What follows belongs to an exercise in optimizing a design on an open flow for small area and a short achievable clock period; a production flow would make more cautious choices.
Where RTL was checked, it was by simulation tests only, not by an equivalence proof against the original.
Power and IR drop assume default switching activity.

run 1:
// mem_stage
module mem_stage (
  input  logic        clk,
  input  logic        reset,
  input  logic        start,
  input  logic        is_load,
  input  logic        is_store,
  input  logic        is_amo,
  input  logic        unsigned_load,
  input  logic [1:0]  size,
  input  logic [3:0]  amo_op,
  input  logic [63:0] addr,
  input  logic [63:0] wdata,
  input  logic [63:0] pmpaddr0,
  input  logic [7:0]  pmpcfg0,
  input  logic [1:0]  priv_mode,
  output logic        done,
  output logic        fault,
  output logic [63:0] result,
  output logic        dbus_valid,
  output logic [63:0] dbus_addr,
  output logic [63:0] dbus_wdata,
  output logic [7:0]  dbus_strobe,
  output logic [1:0]  dbus_size,
  input  logic        dbus_data_ok,
  input  logic [63:0] dbus_rdata
);
Size in the first run: roughly 2500 cells after synthesis, roughly 490 I/O pins, about 16000 sq um of cells after synthesis.
clock: 8.0 ns
lec_check: 0
abc_area: 1
cap_margin: 20
core_margin: 2
core_utilization: 40
place_density: 0.6
setup_slack_margin: 4
slew_margin: 20
standard.sh (not shown) runs the stock make flow with config.mk's settings and CLKGATE_MAP_FILE= SYNTH_SCRIPT=/design/flow/synth_recipe.tcl, a recipe that flattens the netlist after the stock synthesis.
==> flow/flow/run.sh <==
#!/bin/bash
# The standard layout (standard.sh: the ORFS flow with the standard flow's synthesis script), run with
# two settings changed through the environment:
#  - the port buffers that global placement inserts are buf_1 cells (buffer_ports otherwise
#    picks the slow clkdlybuf4s50_1); every port still gets its buffer;
#  - no full/half-adder cell extraction in synthesis (ADDER_MAP_FILE empty), so ABC maps the
#    adders and compare trees as plain logic. Registers and their names are unchanged.
# The make output goes to make_finish.log; each ORFS step keeps its own log under orfs/logs.
set -euo pipefail
export BUFFER_PORTS_ARGS="-buffer_cell sky130_fd_sc_hd__buf_1"
export ADDER_MAP_FILE=
bash standard.sh > make_finish.log 2>&1
Input changes introduced in run 2 (baseline for comparison: run 1):
Settings: SETUP_SLACK_MARGIN now 4.75, was 4.
diff --git a/flow/flow/run.sh b/flow/flow/run.sh
--- a/flow/flow/run.sh
+++ b/flow/flow/run.sh
@@ -3 +3 @@
-# two settings changed through the environment:
+# a few settings changed through the environment:
@@ -7 +7,3 @@
-#    adders and compare trees as plain logic. Registers and their names are unchanged.
+#    adders and compare trees as plain logic. Registers and their names are unchanged;
+#  - clock tree synthesis without dummy loads, with clkbuf_8 buffers (a small tree suffices
+#    for about 150 flip-flops).
@@ -11,0 +14 @@
+export CTS_ARGS="-sink_clustering_enable -repair_clock_nets -dont_use_dummy_load -buf_list sky130_fd_sc_hd__clkbuf_8"
--- outcome ---
Diff run 1 -> run 2 | wire length of the first global-routing pass | increase of about 9%
In the tables for run 1 and run 2, number of clock buffer instances in the layout reads higher with run 1.
Non-clock buffer total of the final layout, run 1 and run 2: larger value in run 2
Compared with run 1, placement density in the core of run 2 is higher.
Of run 1 and run 2, run 2 shows the higher worst-case vdd ir drop, with run 1 below it.
Looking at portion of the clock cycle consumed by the worst path in the final layout, run 2 sits 5.8 points lower than run 1 does.
Run 2 falls short of run 1 in number of vias in the routed layout.
--- input diff run 2..run 3 ---
Settings: a change of SETUP_SLACK_MARGIN from 4.75 to 4.5.
[summary]
- [run 3] global-route usage over all layers fell 2.9 points relative to run 2
- Wire length on met1 (run 3 over run 2): decrease, 6.4%
- Maximum frequency improves in run 3 relative to run 2.

========
Another version of the RTL of mem_stage (not shown whole).
Size in the first run: roughly 2,500 cells after synthesis, about 160 flip-flops, roughly 0.016 sq mm of cells after synthesis.
==> flow/config.mk <==
export PLATFORM = sky130hd
export DESIGN_NAME = mem_stage
export DESIGN_NICKNAME = mem_stage
export VERILOG_FILES = /design/flow/design.v
export SDC_FILE = /design/flow/constraint.sdc
export NUM_CORES = 4
export LEC_CHECK = 0
export ABC_AREA = 1
export CAP_MARGIN = 20
export CORE_MARGIN = 2
export CORE_UTILIZATION = 50
export PLACE_DENSITY = 0.65
export SETUP_SLACK_MARGIN = 4.4
export SLEW_MARGIN = 20
==> flow/constraint.sdc <==
create_clock -name core_clock -period 8.0 [get_ports {clk}]
set_input_delay 1.6000 -clock core_clock [delete_from_list [all_inputs] [get_ports {clk}]]
set_output_delay 1.6000 -clock core_clock [all_outputs]
set_load 0.01 [all_outputs]
==> flow/flow/run.sh <==
#!/bin/bash
# The standard layout (standard.sh: the ORFS flow with the standard flow's synthesis script), run with
# a few settings changed through the environment:
#  - the port buffers that global placement inserts are buf_1 cells (buffer_ports otherwise
#    picks the slow clkdlybuf4s50_1); every port still gets its buffer;
#  - no full/half-adder cell extraction in synthesis (ADDER_MAP_FILE empty), so ABC maps the
#    adders and compare trees as plain logic. Registers and their names are unchanged;
#  - clock tree synthesis without dummy loads, with clkbuf_8 buffers (a small tree suffices
#    for about 150 flip-flops).
# The make output goes to make_finish.log; each ORFS step keeps its own log under orfs/logs.
set -euo pipefail
export BUFFER_PORTS_ARGS="-buffer_cell sky130_fd_sc_hd__buf_1"
export ADDER_MAP_FILE=
export CTS_ARGS="-sink_clustering_enable -repair_clock_nets -dont_use_dummy_load -buf_list sky130_fd_sc_hd__clkbuf_8"
bash standard.sh > make_finish.log 2>&1
The starting point ran to the end with no violations.
Then changed:
CORE_UTILIZATION = 40   (was 50)
PLACE_DENSITY = 0.6   (was 0.65)
Register-to-register slack gets better by 0.02 ns.
Flip-flop and latch count stays the same.
Critical path depth increases by 11.
Then changed:
CORE_UTILIZATION = 50   (was 40)
PLACE_DENSITY = 0.65   (was 0.6)
SETUP_SLACK_MARGIN = 4.5   (was 4.4)
Result: Sequential power is about the same. Die area shrinks by 20%. Wire length shrinks by 7.2%. Area after synthesis is unchanged. Final cell count shrinks by about 3.4%. Clock skew shrinks by 0.0078 ns.
Then changed:
CORE_UTILIZATION = 40   (was 50)
PLACE_DENSITY = 0.6   (was 0.65)
The new run completed without violations.
Critical path depth rose by 5.
Clock power rose by about 0.8%.
Clock skew is about the same.
Final area rose by about 1%.
Setup slack gets worse by 0.050 ns.
Flip-flop and latch count is unchanged.
Power rose by about 0.8%.
Cell count rose by 3.9%.
Count of clock-buffer cells in the layout stays the same.
Non-clock buffer count rose by 10.
Hold slack gets worse by 0.058 ns.
Then changed:
SETUP_SLACK_MARGIN = 4.3   (was 4.5)
Result: The changed run went through all stages and came out clean. Synthesized cell count is unchanged. Power falls by 3.7%. Global-route usage came out lower by 0.29 points. Sequential cell count is unchanged.

========
v6:
mem_stage, a different RTL version from the one above (not shown whole).
For scale: about 1900 cells after synthesis, about 140 flip-flops, ~490 I/O pins, roughly 16000 sq um of cells after synthesis.
Settings: LEC_CHECK=0, ABC_CLOCK_PERIOD_IN_PS=3000, CAP_MARGIN=20, CORE_MARGIN=2, CORE_UTILIZATION=40, PLACE_DENSITY=0.6, SLEW_MARGIN=20; clock period 8.0 ns.
==> flow/flow/run.sh <==
#!/bin/bash
# The standard layout (standard.sh: the ORFS synthesis and flow, unchanged) with one
# difference: the port buffers that global placement inserts are buf_1 cells instead of the
# cell buffer_ports picks by itself (a slow clkdlybuf4s50_1).
set -euo pipefail
export BUFFER_PORTS_ARGS="-buffer_cell sky130_fd_sc_hd__buf_1"
bash standard.sh > make_finish.log 2>&1
v6 ran to completion and came out clean on the timing, DRC and antenna checks.
## Diff of input files: v7 against v6
==> flow/run.sh (new file) <==
#!/bin/bash
# synth_recipe.tcl (not shown) runs the flow's synth.tcl, then flattens the netlist and writes it again
# the make line also repeats each setting of config.mk as NAME=value (left out here)
make -C /OpenROAD-flow-scripts/flow DESIGN_CONFIG=/design/flow/config.mk WORK_HOME=/design/flow/orfs CLKGATE_MAP_FILE= SYNTH_SCRIPT=/design/flow/synth_recipe.tcl finish
removed: flow/flow/run.sh
removed: flow/standard.sh
## What came out
Compared with v6, v7 shows a part of the cycle the worst path needs that is 1.3 points lower. Compared to v6, v7 has clock-buffer cell count 2 lower. v7 -> v6: insertion delay of the later-clocked pin in the worst-skew pair flat. Compared with v6, in v7 count of vias placed by the detailed router moved up; overall power moved up; worst slew margin relative to its limit moved up. Route | v7 vs v6 | wire longer in v7. Going from v6 to v7, design area picked up an extra about 18%, violation count after the first detailed-routing iteration lost 195.
Function was not checked in any run of this note: the RTL went through the layout flow alone.

========
Setup of build 73:
The RTL this note starts from:
==> flow/design.v <==
`default_nettype none
package mem_pkg;
  localparam int XLEN   = 64;
  localparam int STRB_W = XLEN / 8;
endpackage
`default_nettype wire
`timescale 1ns/1ps
`default_nettype none
module cmp_tree #(
  parameter int N = 32,
  parameter int M = 32     
) (
  input  logic [N-1:0] a,
  input  logic [N-1:0] b,
  output logic         lt,
  output logic         eq
);
  function automatic logic [1:0] fold(input logic [N-1:0] x, input logic [N-1:0] y);
    logic [M-1:0] l, e;
    l = '0;
    e = '1;
    for (int i = 0; i < N; i++) begin
      l[i] = !x[i] && y[i];
      e[i] = !(x[i] ^ y[i]);
    end
    for (int w = M / 2; w >= 1; w = w / 2) begin
      for (int j = 0; j < w; j++) begin
        l[j] = l[2*j+1] || (e[2*j+1] && l[2*j]);
        e[j] = e[2*j+1] && e[2*j];
      end
    end
    fold = {l[0], e[0]};
  endfunction
  assign {lt, eq} = fold(a, b);
endmodule
module pmp_checker (
  input  logic [63:0] addr,
  input  logic        is_write,
  input  logic [7:0]  pmpcfg0,
  input  logic [63:0] pmpaddr0,
  input  logic [1:0]  priv_mode,
  output logic        access_fault
);
  logic hi8_zero, hi10_zero;
  logic tor_lt, na4_eq, napot_eq;
  logic match, perm_ok;
  assign hi8_zero  = ~|addr[63:56];
  assign hi10_zero = hi8_zero & ~|addr[55:54];
  assign napot_eq  = addr[53:12] == pmpaddr0[53:12];
  cmp_tree #(.N(54), .M(64)) u_cmp (
    .a  (addr[55:2]),
    .b  (pmpaddr0[53:0]),
    .lt (tor_lt),
    .eq (na4_eq)
  );
  always_comb begin
    case (pmpcfg0[4:3])
      2'd1:    match = hi8_zero & tor_lt;
      2'd2:    match = hi8_zero & na4_eq;
      2'd3:    match = hi10_zero & napot_eq;
      default: match = 1'b0;
    endcase
  end
  assign perm_ok      = is_write ? pmpcfg0[1] : pmpcfg0[0];
  assign access_fault = match ? !perm_ok : (priv_mode != 2'd3);
endmodule
`default_nettype wire
`timescale 1ns/1ps
`default_nettype none
module lane_align (
  input  logic [7:0]  sel,       
  input  logic [1:0]  size,
  input  logic        unsigned_load,
  input  logic [63:0] rdata,
  output logic [63:0] shifted,
  output logic        sign
);
  always_comb begin
    shifted = '0;
    for (int j = 0; j < 8; j++) begin
      for (int k = 0; j + k < 8; k++) begin
        shifted[8*j +: 8] = shifted[8*j +: 8] | ({8{sel[k]}} & rdata[8*(j+k) +: 8]);
      end
    end
  end
  always_comb begin
    case (size)
      2'd0:    sign = shifted[7];
      2'd1:    sign = shifted[15];
      default: sign = shifted[31];
    endcase
    sign = sign & !unsigned_load;
  end
endmodule
`default_nettype wire
`timescale 1ns/1ps
`default_nettype none
module amo_alu (
  input  logic [31:0] a,
  input  logic [31:0] b,
  output logic [31:0] sum,
  output logic        lt_s,
  output logic        lt_u
);
  logic [31:0] p, g, gg;
  logic        lt31, eq31;
  assign p = a ^ b;
  assign g = a & b;
  function automatic logic [31:0] prefix_g(input logic [31:0] gi, input logic [31:0] pi);
    logic [31:0] gx, px;
    gx = gi;
    px = pi;
    for (int k = 0; k < 5; k++) begin
      for (int i = 0; i < 32; i++) begin
        if (i & (1 << k)) begin
          gx[i] = gx[i] | (px[i] & gx[((i >> k) << k) - 1]);
          px[i] = px[i] & px[((i >> k) << k) - 1];
        end
      end
    end
    prefix_g = gx;
  endfunction
  assign gg  = prefix_g(g, p);
  assign sum = p ^ {gg[30:0], 1'b0};
  cmp_tree #(.N(31), .M(32)) u_cmp (
    .a  (a[30:0]),
    .b  (b[30:0]),
    .lt (lt31),
    .eq (eq31)
  );
  assign lt_u = (a[31] ^ b[31]) ? b[31] : lt31;
  assign lt_s = (a[31] ^ b[31]) ? a[31] : lt31;
endmodule
`default_nettype wire
`timescale 1ns/1ps
`default_nettype none
module mem_stage (
  input  logic        clk,
  input  logic        reset,
  input  logic        start,
  input  logic        is_load,
  input  logic        is_store,
  input  logic        is_amo,
  input  logic        unsigned_load,
  input  logic [1:0]  size,
  input  logic [3:0]  amo_op,
  input  logic [63:0] addr,
  input  logic [63:0] wdata,
  input  logic [63:0] pmpaddr0,
  input  logic [7:0]  pmpcfg0,
  input  logic [1:0]  priv_mode,
  output logic        done,
  output logic        fault,
  output logic [63:0] result,
  output logic        dbus_valid,
  output logic [63:0] dbus_addr,
  output logic [63:0] dbus_wdata,
  output logic [7:0]  dbus_strobe,
  output logic [1:0]  dbus_size,
  input  logic        dbus_data_ok,
  input  logic [63:0] dbus_rdata
);
  localparam logic [3:0] PASS_LO = 4'b1100;
  localparam logic [3:0] PASS_HI = 4'b1010;
  localparam logic [3:0] F_XOR   = 4'b0110;
  localparam logic [3:0] F_AND   = 4'b1000;
  localparam logic [3:0] F_OR    = 4'b1110;
  logic        valid_q;     
  logic        done_q;
  logic        fault_q;
  logic        wr_q;        
  logic        amo_q;
  logic        ra_q;        
  logic        uns_q;
  logic [1:0]  size_q;
  logic [3:0]  op_q;
  logic [63:0] addr_q;
  logic [63:0] data_q;
  logic [3:0]  fn_lo_q, fn_hi_q;
  logic        sign_q;      
  logic [7:0]  osel_q;      
  logic [7:0]  strb_q;      
  logic        res_addr_q;  
  logic [2:0]  ext_q;       
  logic        idle, accept, is_mem, access_fault, last, cap;
  logic [1:0]  size_in;
  logic [63:0] store_data;
  logic [63:0] shifted;
  logic        sign;
  logic [7:0]  from_data;       
  logic [31:0] sum;
  logic        lt_s, lt_u;
  logic [3:0]  fn_amo;
  logic [7:0]  size_mask;
  assign idle    = !valid_q && !done_q;
  assign accept  = start && idle;
  assign is_mem  = is_load || is_store || is_amo;
  assign size_in = is_amo ? 2'd2 : size;
  assign last    = !amo_q || wr_q;
  assign cap     = valid_q && dbus_data_ok && !wr_q;    
  pmp_checker u_pmp (
    .addr         (addr),
    .is_write     (is_store || is_amo),
    .pmpcfg0      (pmpcfg0),
    .pmpaddr0     (pmpaddr0),
    .priv_mode    (priv_mode),
    .access_fault (access_fault)
  );
  always_ff @(posedge clk or posedge reset) begin
    if (reset) begin
      valid_q <= 1'b0;
      done_q  <= 1'b0;
      fault_q <= 1'b0;
    end else begin
      valid_q <= accept ? (is_mem && !access_fault)
                        : (valid_q && !(dbus_data_ok && last));
      done_q  <= accept ? (!is_mem || access_fault)
                        : (valid_q && dbus_data_ok && last);
      fault_q <= accept && is_mem && access_fault;
    end
  end
  always_comb begin
    case (size_in)
      2'd0:    store_data = {8{wdata[7:0]}};
      2'd1:    store_data = {4{wdata[15:0]}};
      2'd2:    store_data = {2{wdata[31:0]}};
      default: store_data = wdata;
    endcase
  end
  lane_align u_lane (
    .sel           (osel_q),
    .size          (size_q),
    .unsigned_load (uns_q),
    .rdata         (dbus_rdata),
    .shifted       (shifted),
    .sign          (sign)
  );
  amo_alu u_amo (
    .a    (shifted[31:0]),
    .b    (data_q[63:32]),
    .sum  (sum),
    .lt_s (lt_s),
    .lt_u (lt_u)
  );
  always_comb begin
    case (op_q)
      4'd0, 4'd1: fn_amo = PASS_HI;    
      4'd2:       fn_amo = F_XOR;
      4'd3:       fn_amo = F_AND;
      4'd4:       fn_amo = F_OR;
      4'd5:       fn_amo = lt_s ? PASS_LO : PASS_HI;
      4'd6:       fn_amo = lt_s ? PASS_HI : PASS_LO;
      4'd7:       fn_amo = lt_u ? PASS_LO : PASS_HI;
      4'd8:       fn_amo = lt_u ? PASS_HI : PASS_LO;
      default:    fn_amo = PASS_LO;    
    endcase
  end
  always_ff @(posedge clk) begin
    if (idle) begin
      wr_q    <= 1'b0;
      amo_q   <= is_amo;
      ra_q    <= !is_amo && (is_store || !is_load);
      uns_q   <= !is_amo && unsigned_load;
      size_q  <= size_in;
      op_q    <= amo_op;
      addr_q  <= addr;
      for (int k = 0; k < 8; k++) osel_q[k] <= (addr[2:0] == 3'(k));
      strb_q  <= size_mask << addr[2:0];
      res_addr_q <= (!is_amo && (is_store || !is_load)) || access_fault;
      ext_q   <= {size_in != 2'd3, !size_in[1], size_in == 2'd0};
      fn_lo_q <= PASS_LO;
      fn_hi_q <= PASS_HI;
    end else if (cap && amo_q) begin
      wr_q    <= 1'b1;
      fn_lo_q <= fn_amo;
      fn_hi_q <= fn_amo;
    end
    if (cap) sign_q <= sign;
    if (idle) data_q[31:0] <= store_data[31:0];
    else if (cap) data_q[31:0] <= shifted[31:0];
    if (idle) data_q[63:32] <= store_data[63:32];
    else if (cap && !amo_q) data_q[63:32] <= shifted[63:32];
    else if (cap && op_q == 4'd1) data_q[63:32] <= sum;
  end
  always_comb begin
    for (int i = 0; i < 32; i++) begin
      dbus_wdata[i]    = fn_lo_q[{data_q[i], data_q[32+i]}];
      dbus_wdata[32+i] = fn_hi_q[{data_q[i], data_q[32+i]}];
    end
  end
  assign done        = done_q;
  assign fault       = fault_q;
  assign dbus_valid  = valid_q;
  assign dbus_addr   = addr_q;
  assign dbus_size   = size_q;
  always_comb begin
    case (size_in)
      2'd0:    size_mask = 8'h01;
      2'd1:    size_mask = 8'h03;
      2'd2:    size_mask = 8'h0f;
      default: size_mask = 8'hff;
    endcase
  end
  assign dbus_strobe = (ra_q || wr_q) ? strb_q : 8'd0;
  assign from_data = {{4{!ext_q[2]}}, {2{!ext_q[1]}}, !ext_q[0], 1'b1};
  always_comb begin
    for (int k = 0; k < 8; k++) begin
      if (res_addr_q)       result[8*k +: 8] = addr_q[8*k +: 8];
      else if (from_data[k])    result[8*k +: 8] = data_q[8*k +: 8];
      else                  result[8*k +: 8] = {8{sign_q}};
    end
  end
endmodule
`default_nettype wire
clock: 8.0 ns
lec_check: 0
abc_area: 1
cap_margin: 20
core_margin: 2
core_utilization: 40
place_density: 0.6
setup_slack_margin: 5
slew_margin: 20
==> flow/flow/run.sh <==
#!/bin/bash
# The standard layout (standard.sh: the ORFS flow with the standard flow's synthesis script), run with
# a few settings changed through the environment:
#  - the port buffers that global placement inserts are buf_1 cells (buffer_ports otherwise
#    picks the slow clkdlybuf4s50_1); every port still gets its buffer;
#  - no full/half-adder cell extraction in synthesis (ADDER_MAP_FILE empty), so ABC maps the
#    adders and compare trees as plain logic. Registers and their names are unchanged;
#  - clock tree synthesis without dummy loads, with clkbuf_8 buffers (a small tree suffices
#    for about 150 flip-flops).
# The make output goes to make_finish.log; each ORFS step keeps its own log under orfs/logs.
set -euo pipefail
export BUFFER_PORTS_ARGS="-buffer_cell sky130_fd_sc_hd__buf_1"
export ADDER_MAP_FILE=
export CTS_ARGS="-sink_clustering_enable -repair_clock_nets -dont_use_dummy_load -buf_list sky130_fd_sc_hd__clkbuf_8"
bash standard.sh > make_finish.log 2>&1
Changes in build 16 relative to build 73:
- TNS_END_PERCENT: unset -> 10
- SETUP_SLACK_MARGIN: 5 -> 4.5
Against build 73, maximum number of pins on one net before global-route repair in build 16 rose by more than 100%. Against build 73, worst-case vdd ir drop in build 16 fell by a few percent. Diff build 73 -> build 16: combinational share of power has decreased; area of all sequential standard cells has decreased. Summary of the comparison: setup slack is lower in build 16, relative to build 73. Summary of the comparison: worst hold slack is higher in build 16, relative to build 73. Diff build 73 -> build 16: power per cell area now sits lower, via count fell by 8.5%, sum of buffers and inverters on the critical path up 1, routed wire length moved down. Placement-stage worst setup slack: lower on build 73.
The following lists how build 10 was set up differently from build 16:
- removing TNS_END_PERCENT (formerly 10)
- changing SETUP_SLACK_MARGIN from 4.5 to 3
==> flow/flow/run.sh <==
#!/bin/bash
# The standard layout (standard.sh: the ORFS flow with the standard flow's synthesis script), run with
# two settings changed through the environment:
#  - the port buffers that global placement inserts are buf_1 cells (buffer_ports otherwise
#    picks the slow clkdlybuf4s50_1); every port still gets its buffer;
#  - no full/half-adder cell extraction in synthesis (ADDER_MAP_FILE empty), so ABC maps the
#    adders and compare trees as plain logic. Registers and their names are unchanged.
# The make output goes to make_finish.log; each ORFS step keeps its own log under orfs/logs.
set -euo pipefail
export BUFFER_PORTS_ARGS="-buffer_cell sky130_fd_sc_hd__buf_1"
export ADDER_MAP_FILE=
bash standard.sh > make_finish.log 2>&1
Build 10: peak clock frequency supported by timing lower than build 16
Combinational power in build 10 vs build 16: down 11%
Diff build 16 -> build 10 | routed wire length | down slightly
Changes in build 5 relative to build 10:
- a change of CORE_UTILIZATION from 40 to 50
- a change of PLACE_DENSITY from 0.6 to 0.65
- a change of SETUP_SLACK_MARGIN from 3 to 4.5
==> flow/flow/run.sh <==
#!/bin/bash
# The standard layout (standard.sh: the ORFS flow with the standard flow's synthesis script), run with
# a few settings changed through the environment:
#  - the port buffers that global placement inserts are buf_1 cells (buffer_ports otherwise
#    picks the slow clkdlybuf4s50_1); every port still gets its buffer;
#  - no full/half-adder cell extraction in synthesis (ADDER_MAP_FILE empty), so ABC maps the
#    adders and compare trees as plain logic. Registers and their names are unchanged;
#  - clock tree synthesis without dummy loads, with clkbuf_8 buffers (a small tree suffices
#    for about 150 flip-flops).
# The make output goes to make_finish.log; each ORFS step keeps its own log under orfs/logs.
set -euo pipefail
export BUFFER_PORTS_ARGS="-buffer_cell sky130_fd_sc_hd__buf_1"
export ADDER_MAP_FILE=
export CTS_ARGS="-sink_clustering_enable -repair_clock_nets -dont_use_dummy_load -buf_list sky130_fd_sc_hd__clkbuf_8"
bash standard.sh > make_finish.log 2>&1
==> run summary <==
Going from build 10 to build 5, post-CTS repair timing setup buffer count up 23; final-layout non-clock buffer area share went up 2.6 points; net switching component of the power went up; overall die height went down by 21 um. Diff build 10 -> build 5: total routing usage reported by global routing grew by 5.3 points; fraction of power consumed by the clock network shrank by 5.2 points; critical path's largest stage delay shrank by 0.35 ns; insertion delay of the later-clocked pin in the worst-skew pair held steady. In the reports for build 10 and build 5, the smaller utilization belongs to build 10.

re-timing with driven ports:
How much do the figures lean on ideal ports? The routed layouts below were timed once more, with nothing changed but the port constraints.
Step 1 (the two cells are an assumption about what drives the block):
set clk [get_ports {clk}]
set_driving_cell -lib_cell sky130_fd_sc_hd__clkbuf_16 $clk
set_driving_cell -lib_cell sky130_fd_sc_hd__buf_2 [delete_from_list [all_inputs] $clk]
Step 2 adds t to the input delays and takes it off the output delays; t is the mean of the earliest and latest rising clock arrival at the registers after step 1. Input paths then give back, and output paths get back, about the clock's delay inside the block.
Three values: no drivers, after step 1, after step 2; two values: the first two.
run | shift t [ns] | setup WS [ns] | latest minus earliest clock arrival (ns) | worst register clock-pin slew, ns | pins driven straight from the clock port
run 1 | 0.518 | 3.988 / 3.931 / 3.552 | 0.014 / 0.014 | 0.08 / 0.08 | 1
run 2 | 0.606 | 4.456 / 4.401 / 3.948 | 0.036 / 0.036 | 0.10 / 0.10 | 1
run 3 | 0.539 | 4.468 / 4.418 / 4.024 | 0.032 / 0.032 | 0.11 / 0.11 | 1
the first run of note 2 | 0.568 | 4.424 / 4.370 / 3.932 | 0.034 / 0.033 | 0.10 / 0.10 | 1
the second run of note 2 | 0.574 | 4.452 / 4.416 / 3.913 | 0.033 / 0.033 | 0.11 / 0.11 | 1
the third run of note 2 | 0.564 | 4.459 / 4.409 / 3.963 | 0.026 / 0.026 | 0.10 / 0.10 | 1
the fourth run of note 2 | 0.567 | 4.409 / 4.435 / 3.868 | 0.026 / 0.027 | 0.10 / 0.10 | 1
the fifth run of note 2 | 0.571 | 4.318 / 4.349 / 3.778 | 0.030 / 0.029 | 0.10 / 0.10 | 1
v6 | 0.492 | 0.391 / 0.337 / 0.830 | 0.011 / 0.011 | 0.07 / 0.07 | 1
v7 | 0.499 | 0.499 / 0.442 / 0.941 | 0.021 / 0.021 | 0.07 / 0.07 | 1
build 73 | 0.621 | 4.415 / 4.358 / 3.940 | 0.039 / 0.038 | 0.11 / 0.11 | 1
build 16 | 0.531 | 4.244 / 4.216 / 3.745 | 0.046 / 0.046 | 0.11 / 0.11 | 1
build 10 | 0.518 | 3.539 / 3.573 / 3.054 | 0.014 / 0.015 | 0.08 / 0.08 | 1
build 5 | 0.510 | 4.464 / 4.475 / 3.979 | 0.044 / 0.044 | 0.12 / 0.12 | 1
After both steps setup and hold are still met in every run listed. The setup slack of the fourth run of note 2, which loses most, moves by +0.026 ns with the drivers and by -0.541 ns with both steps.
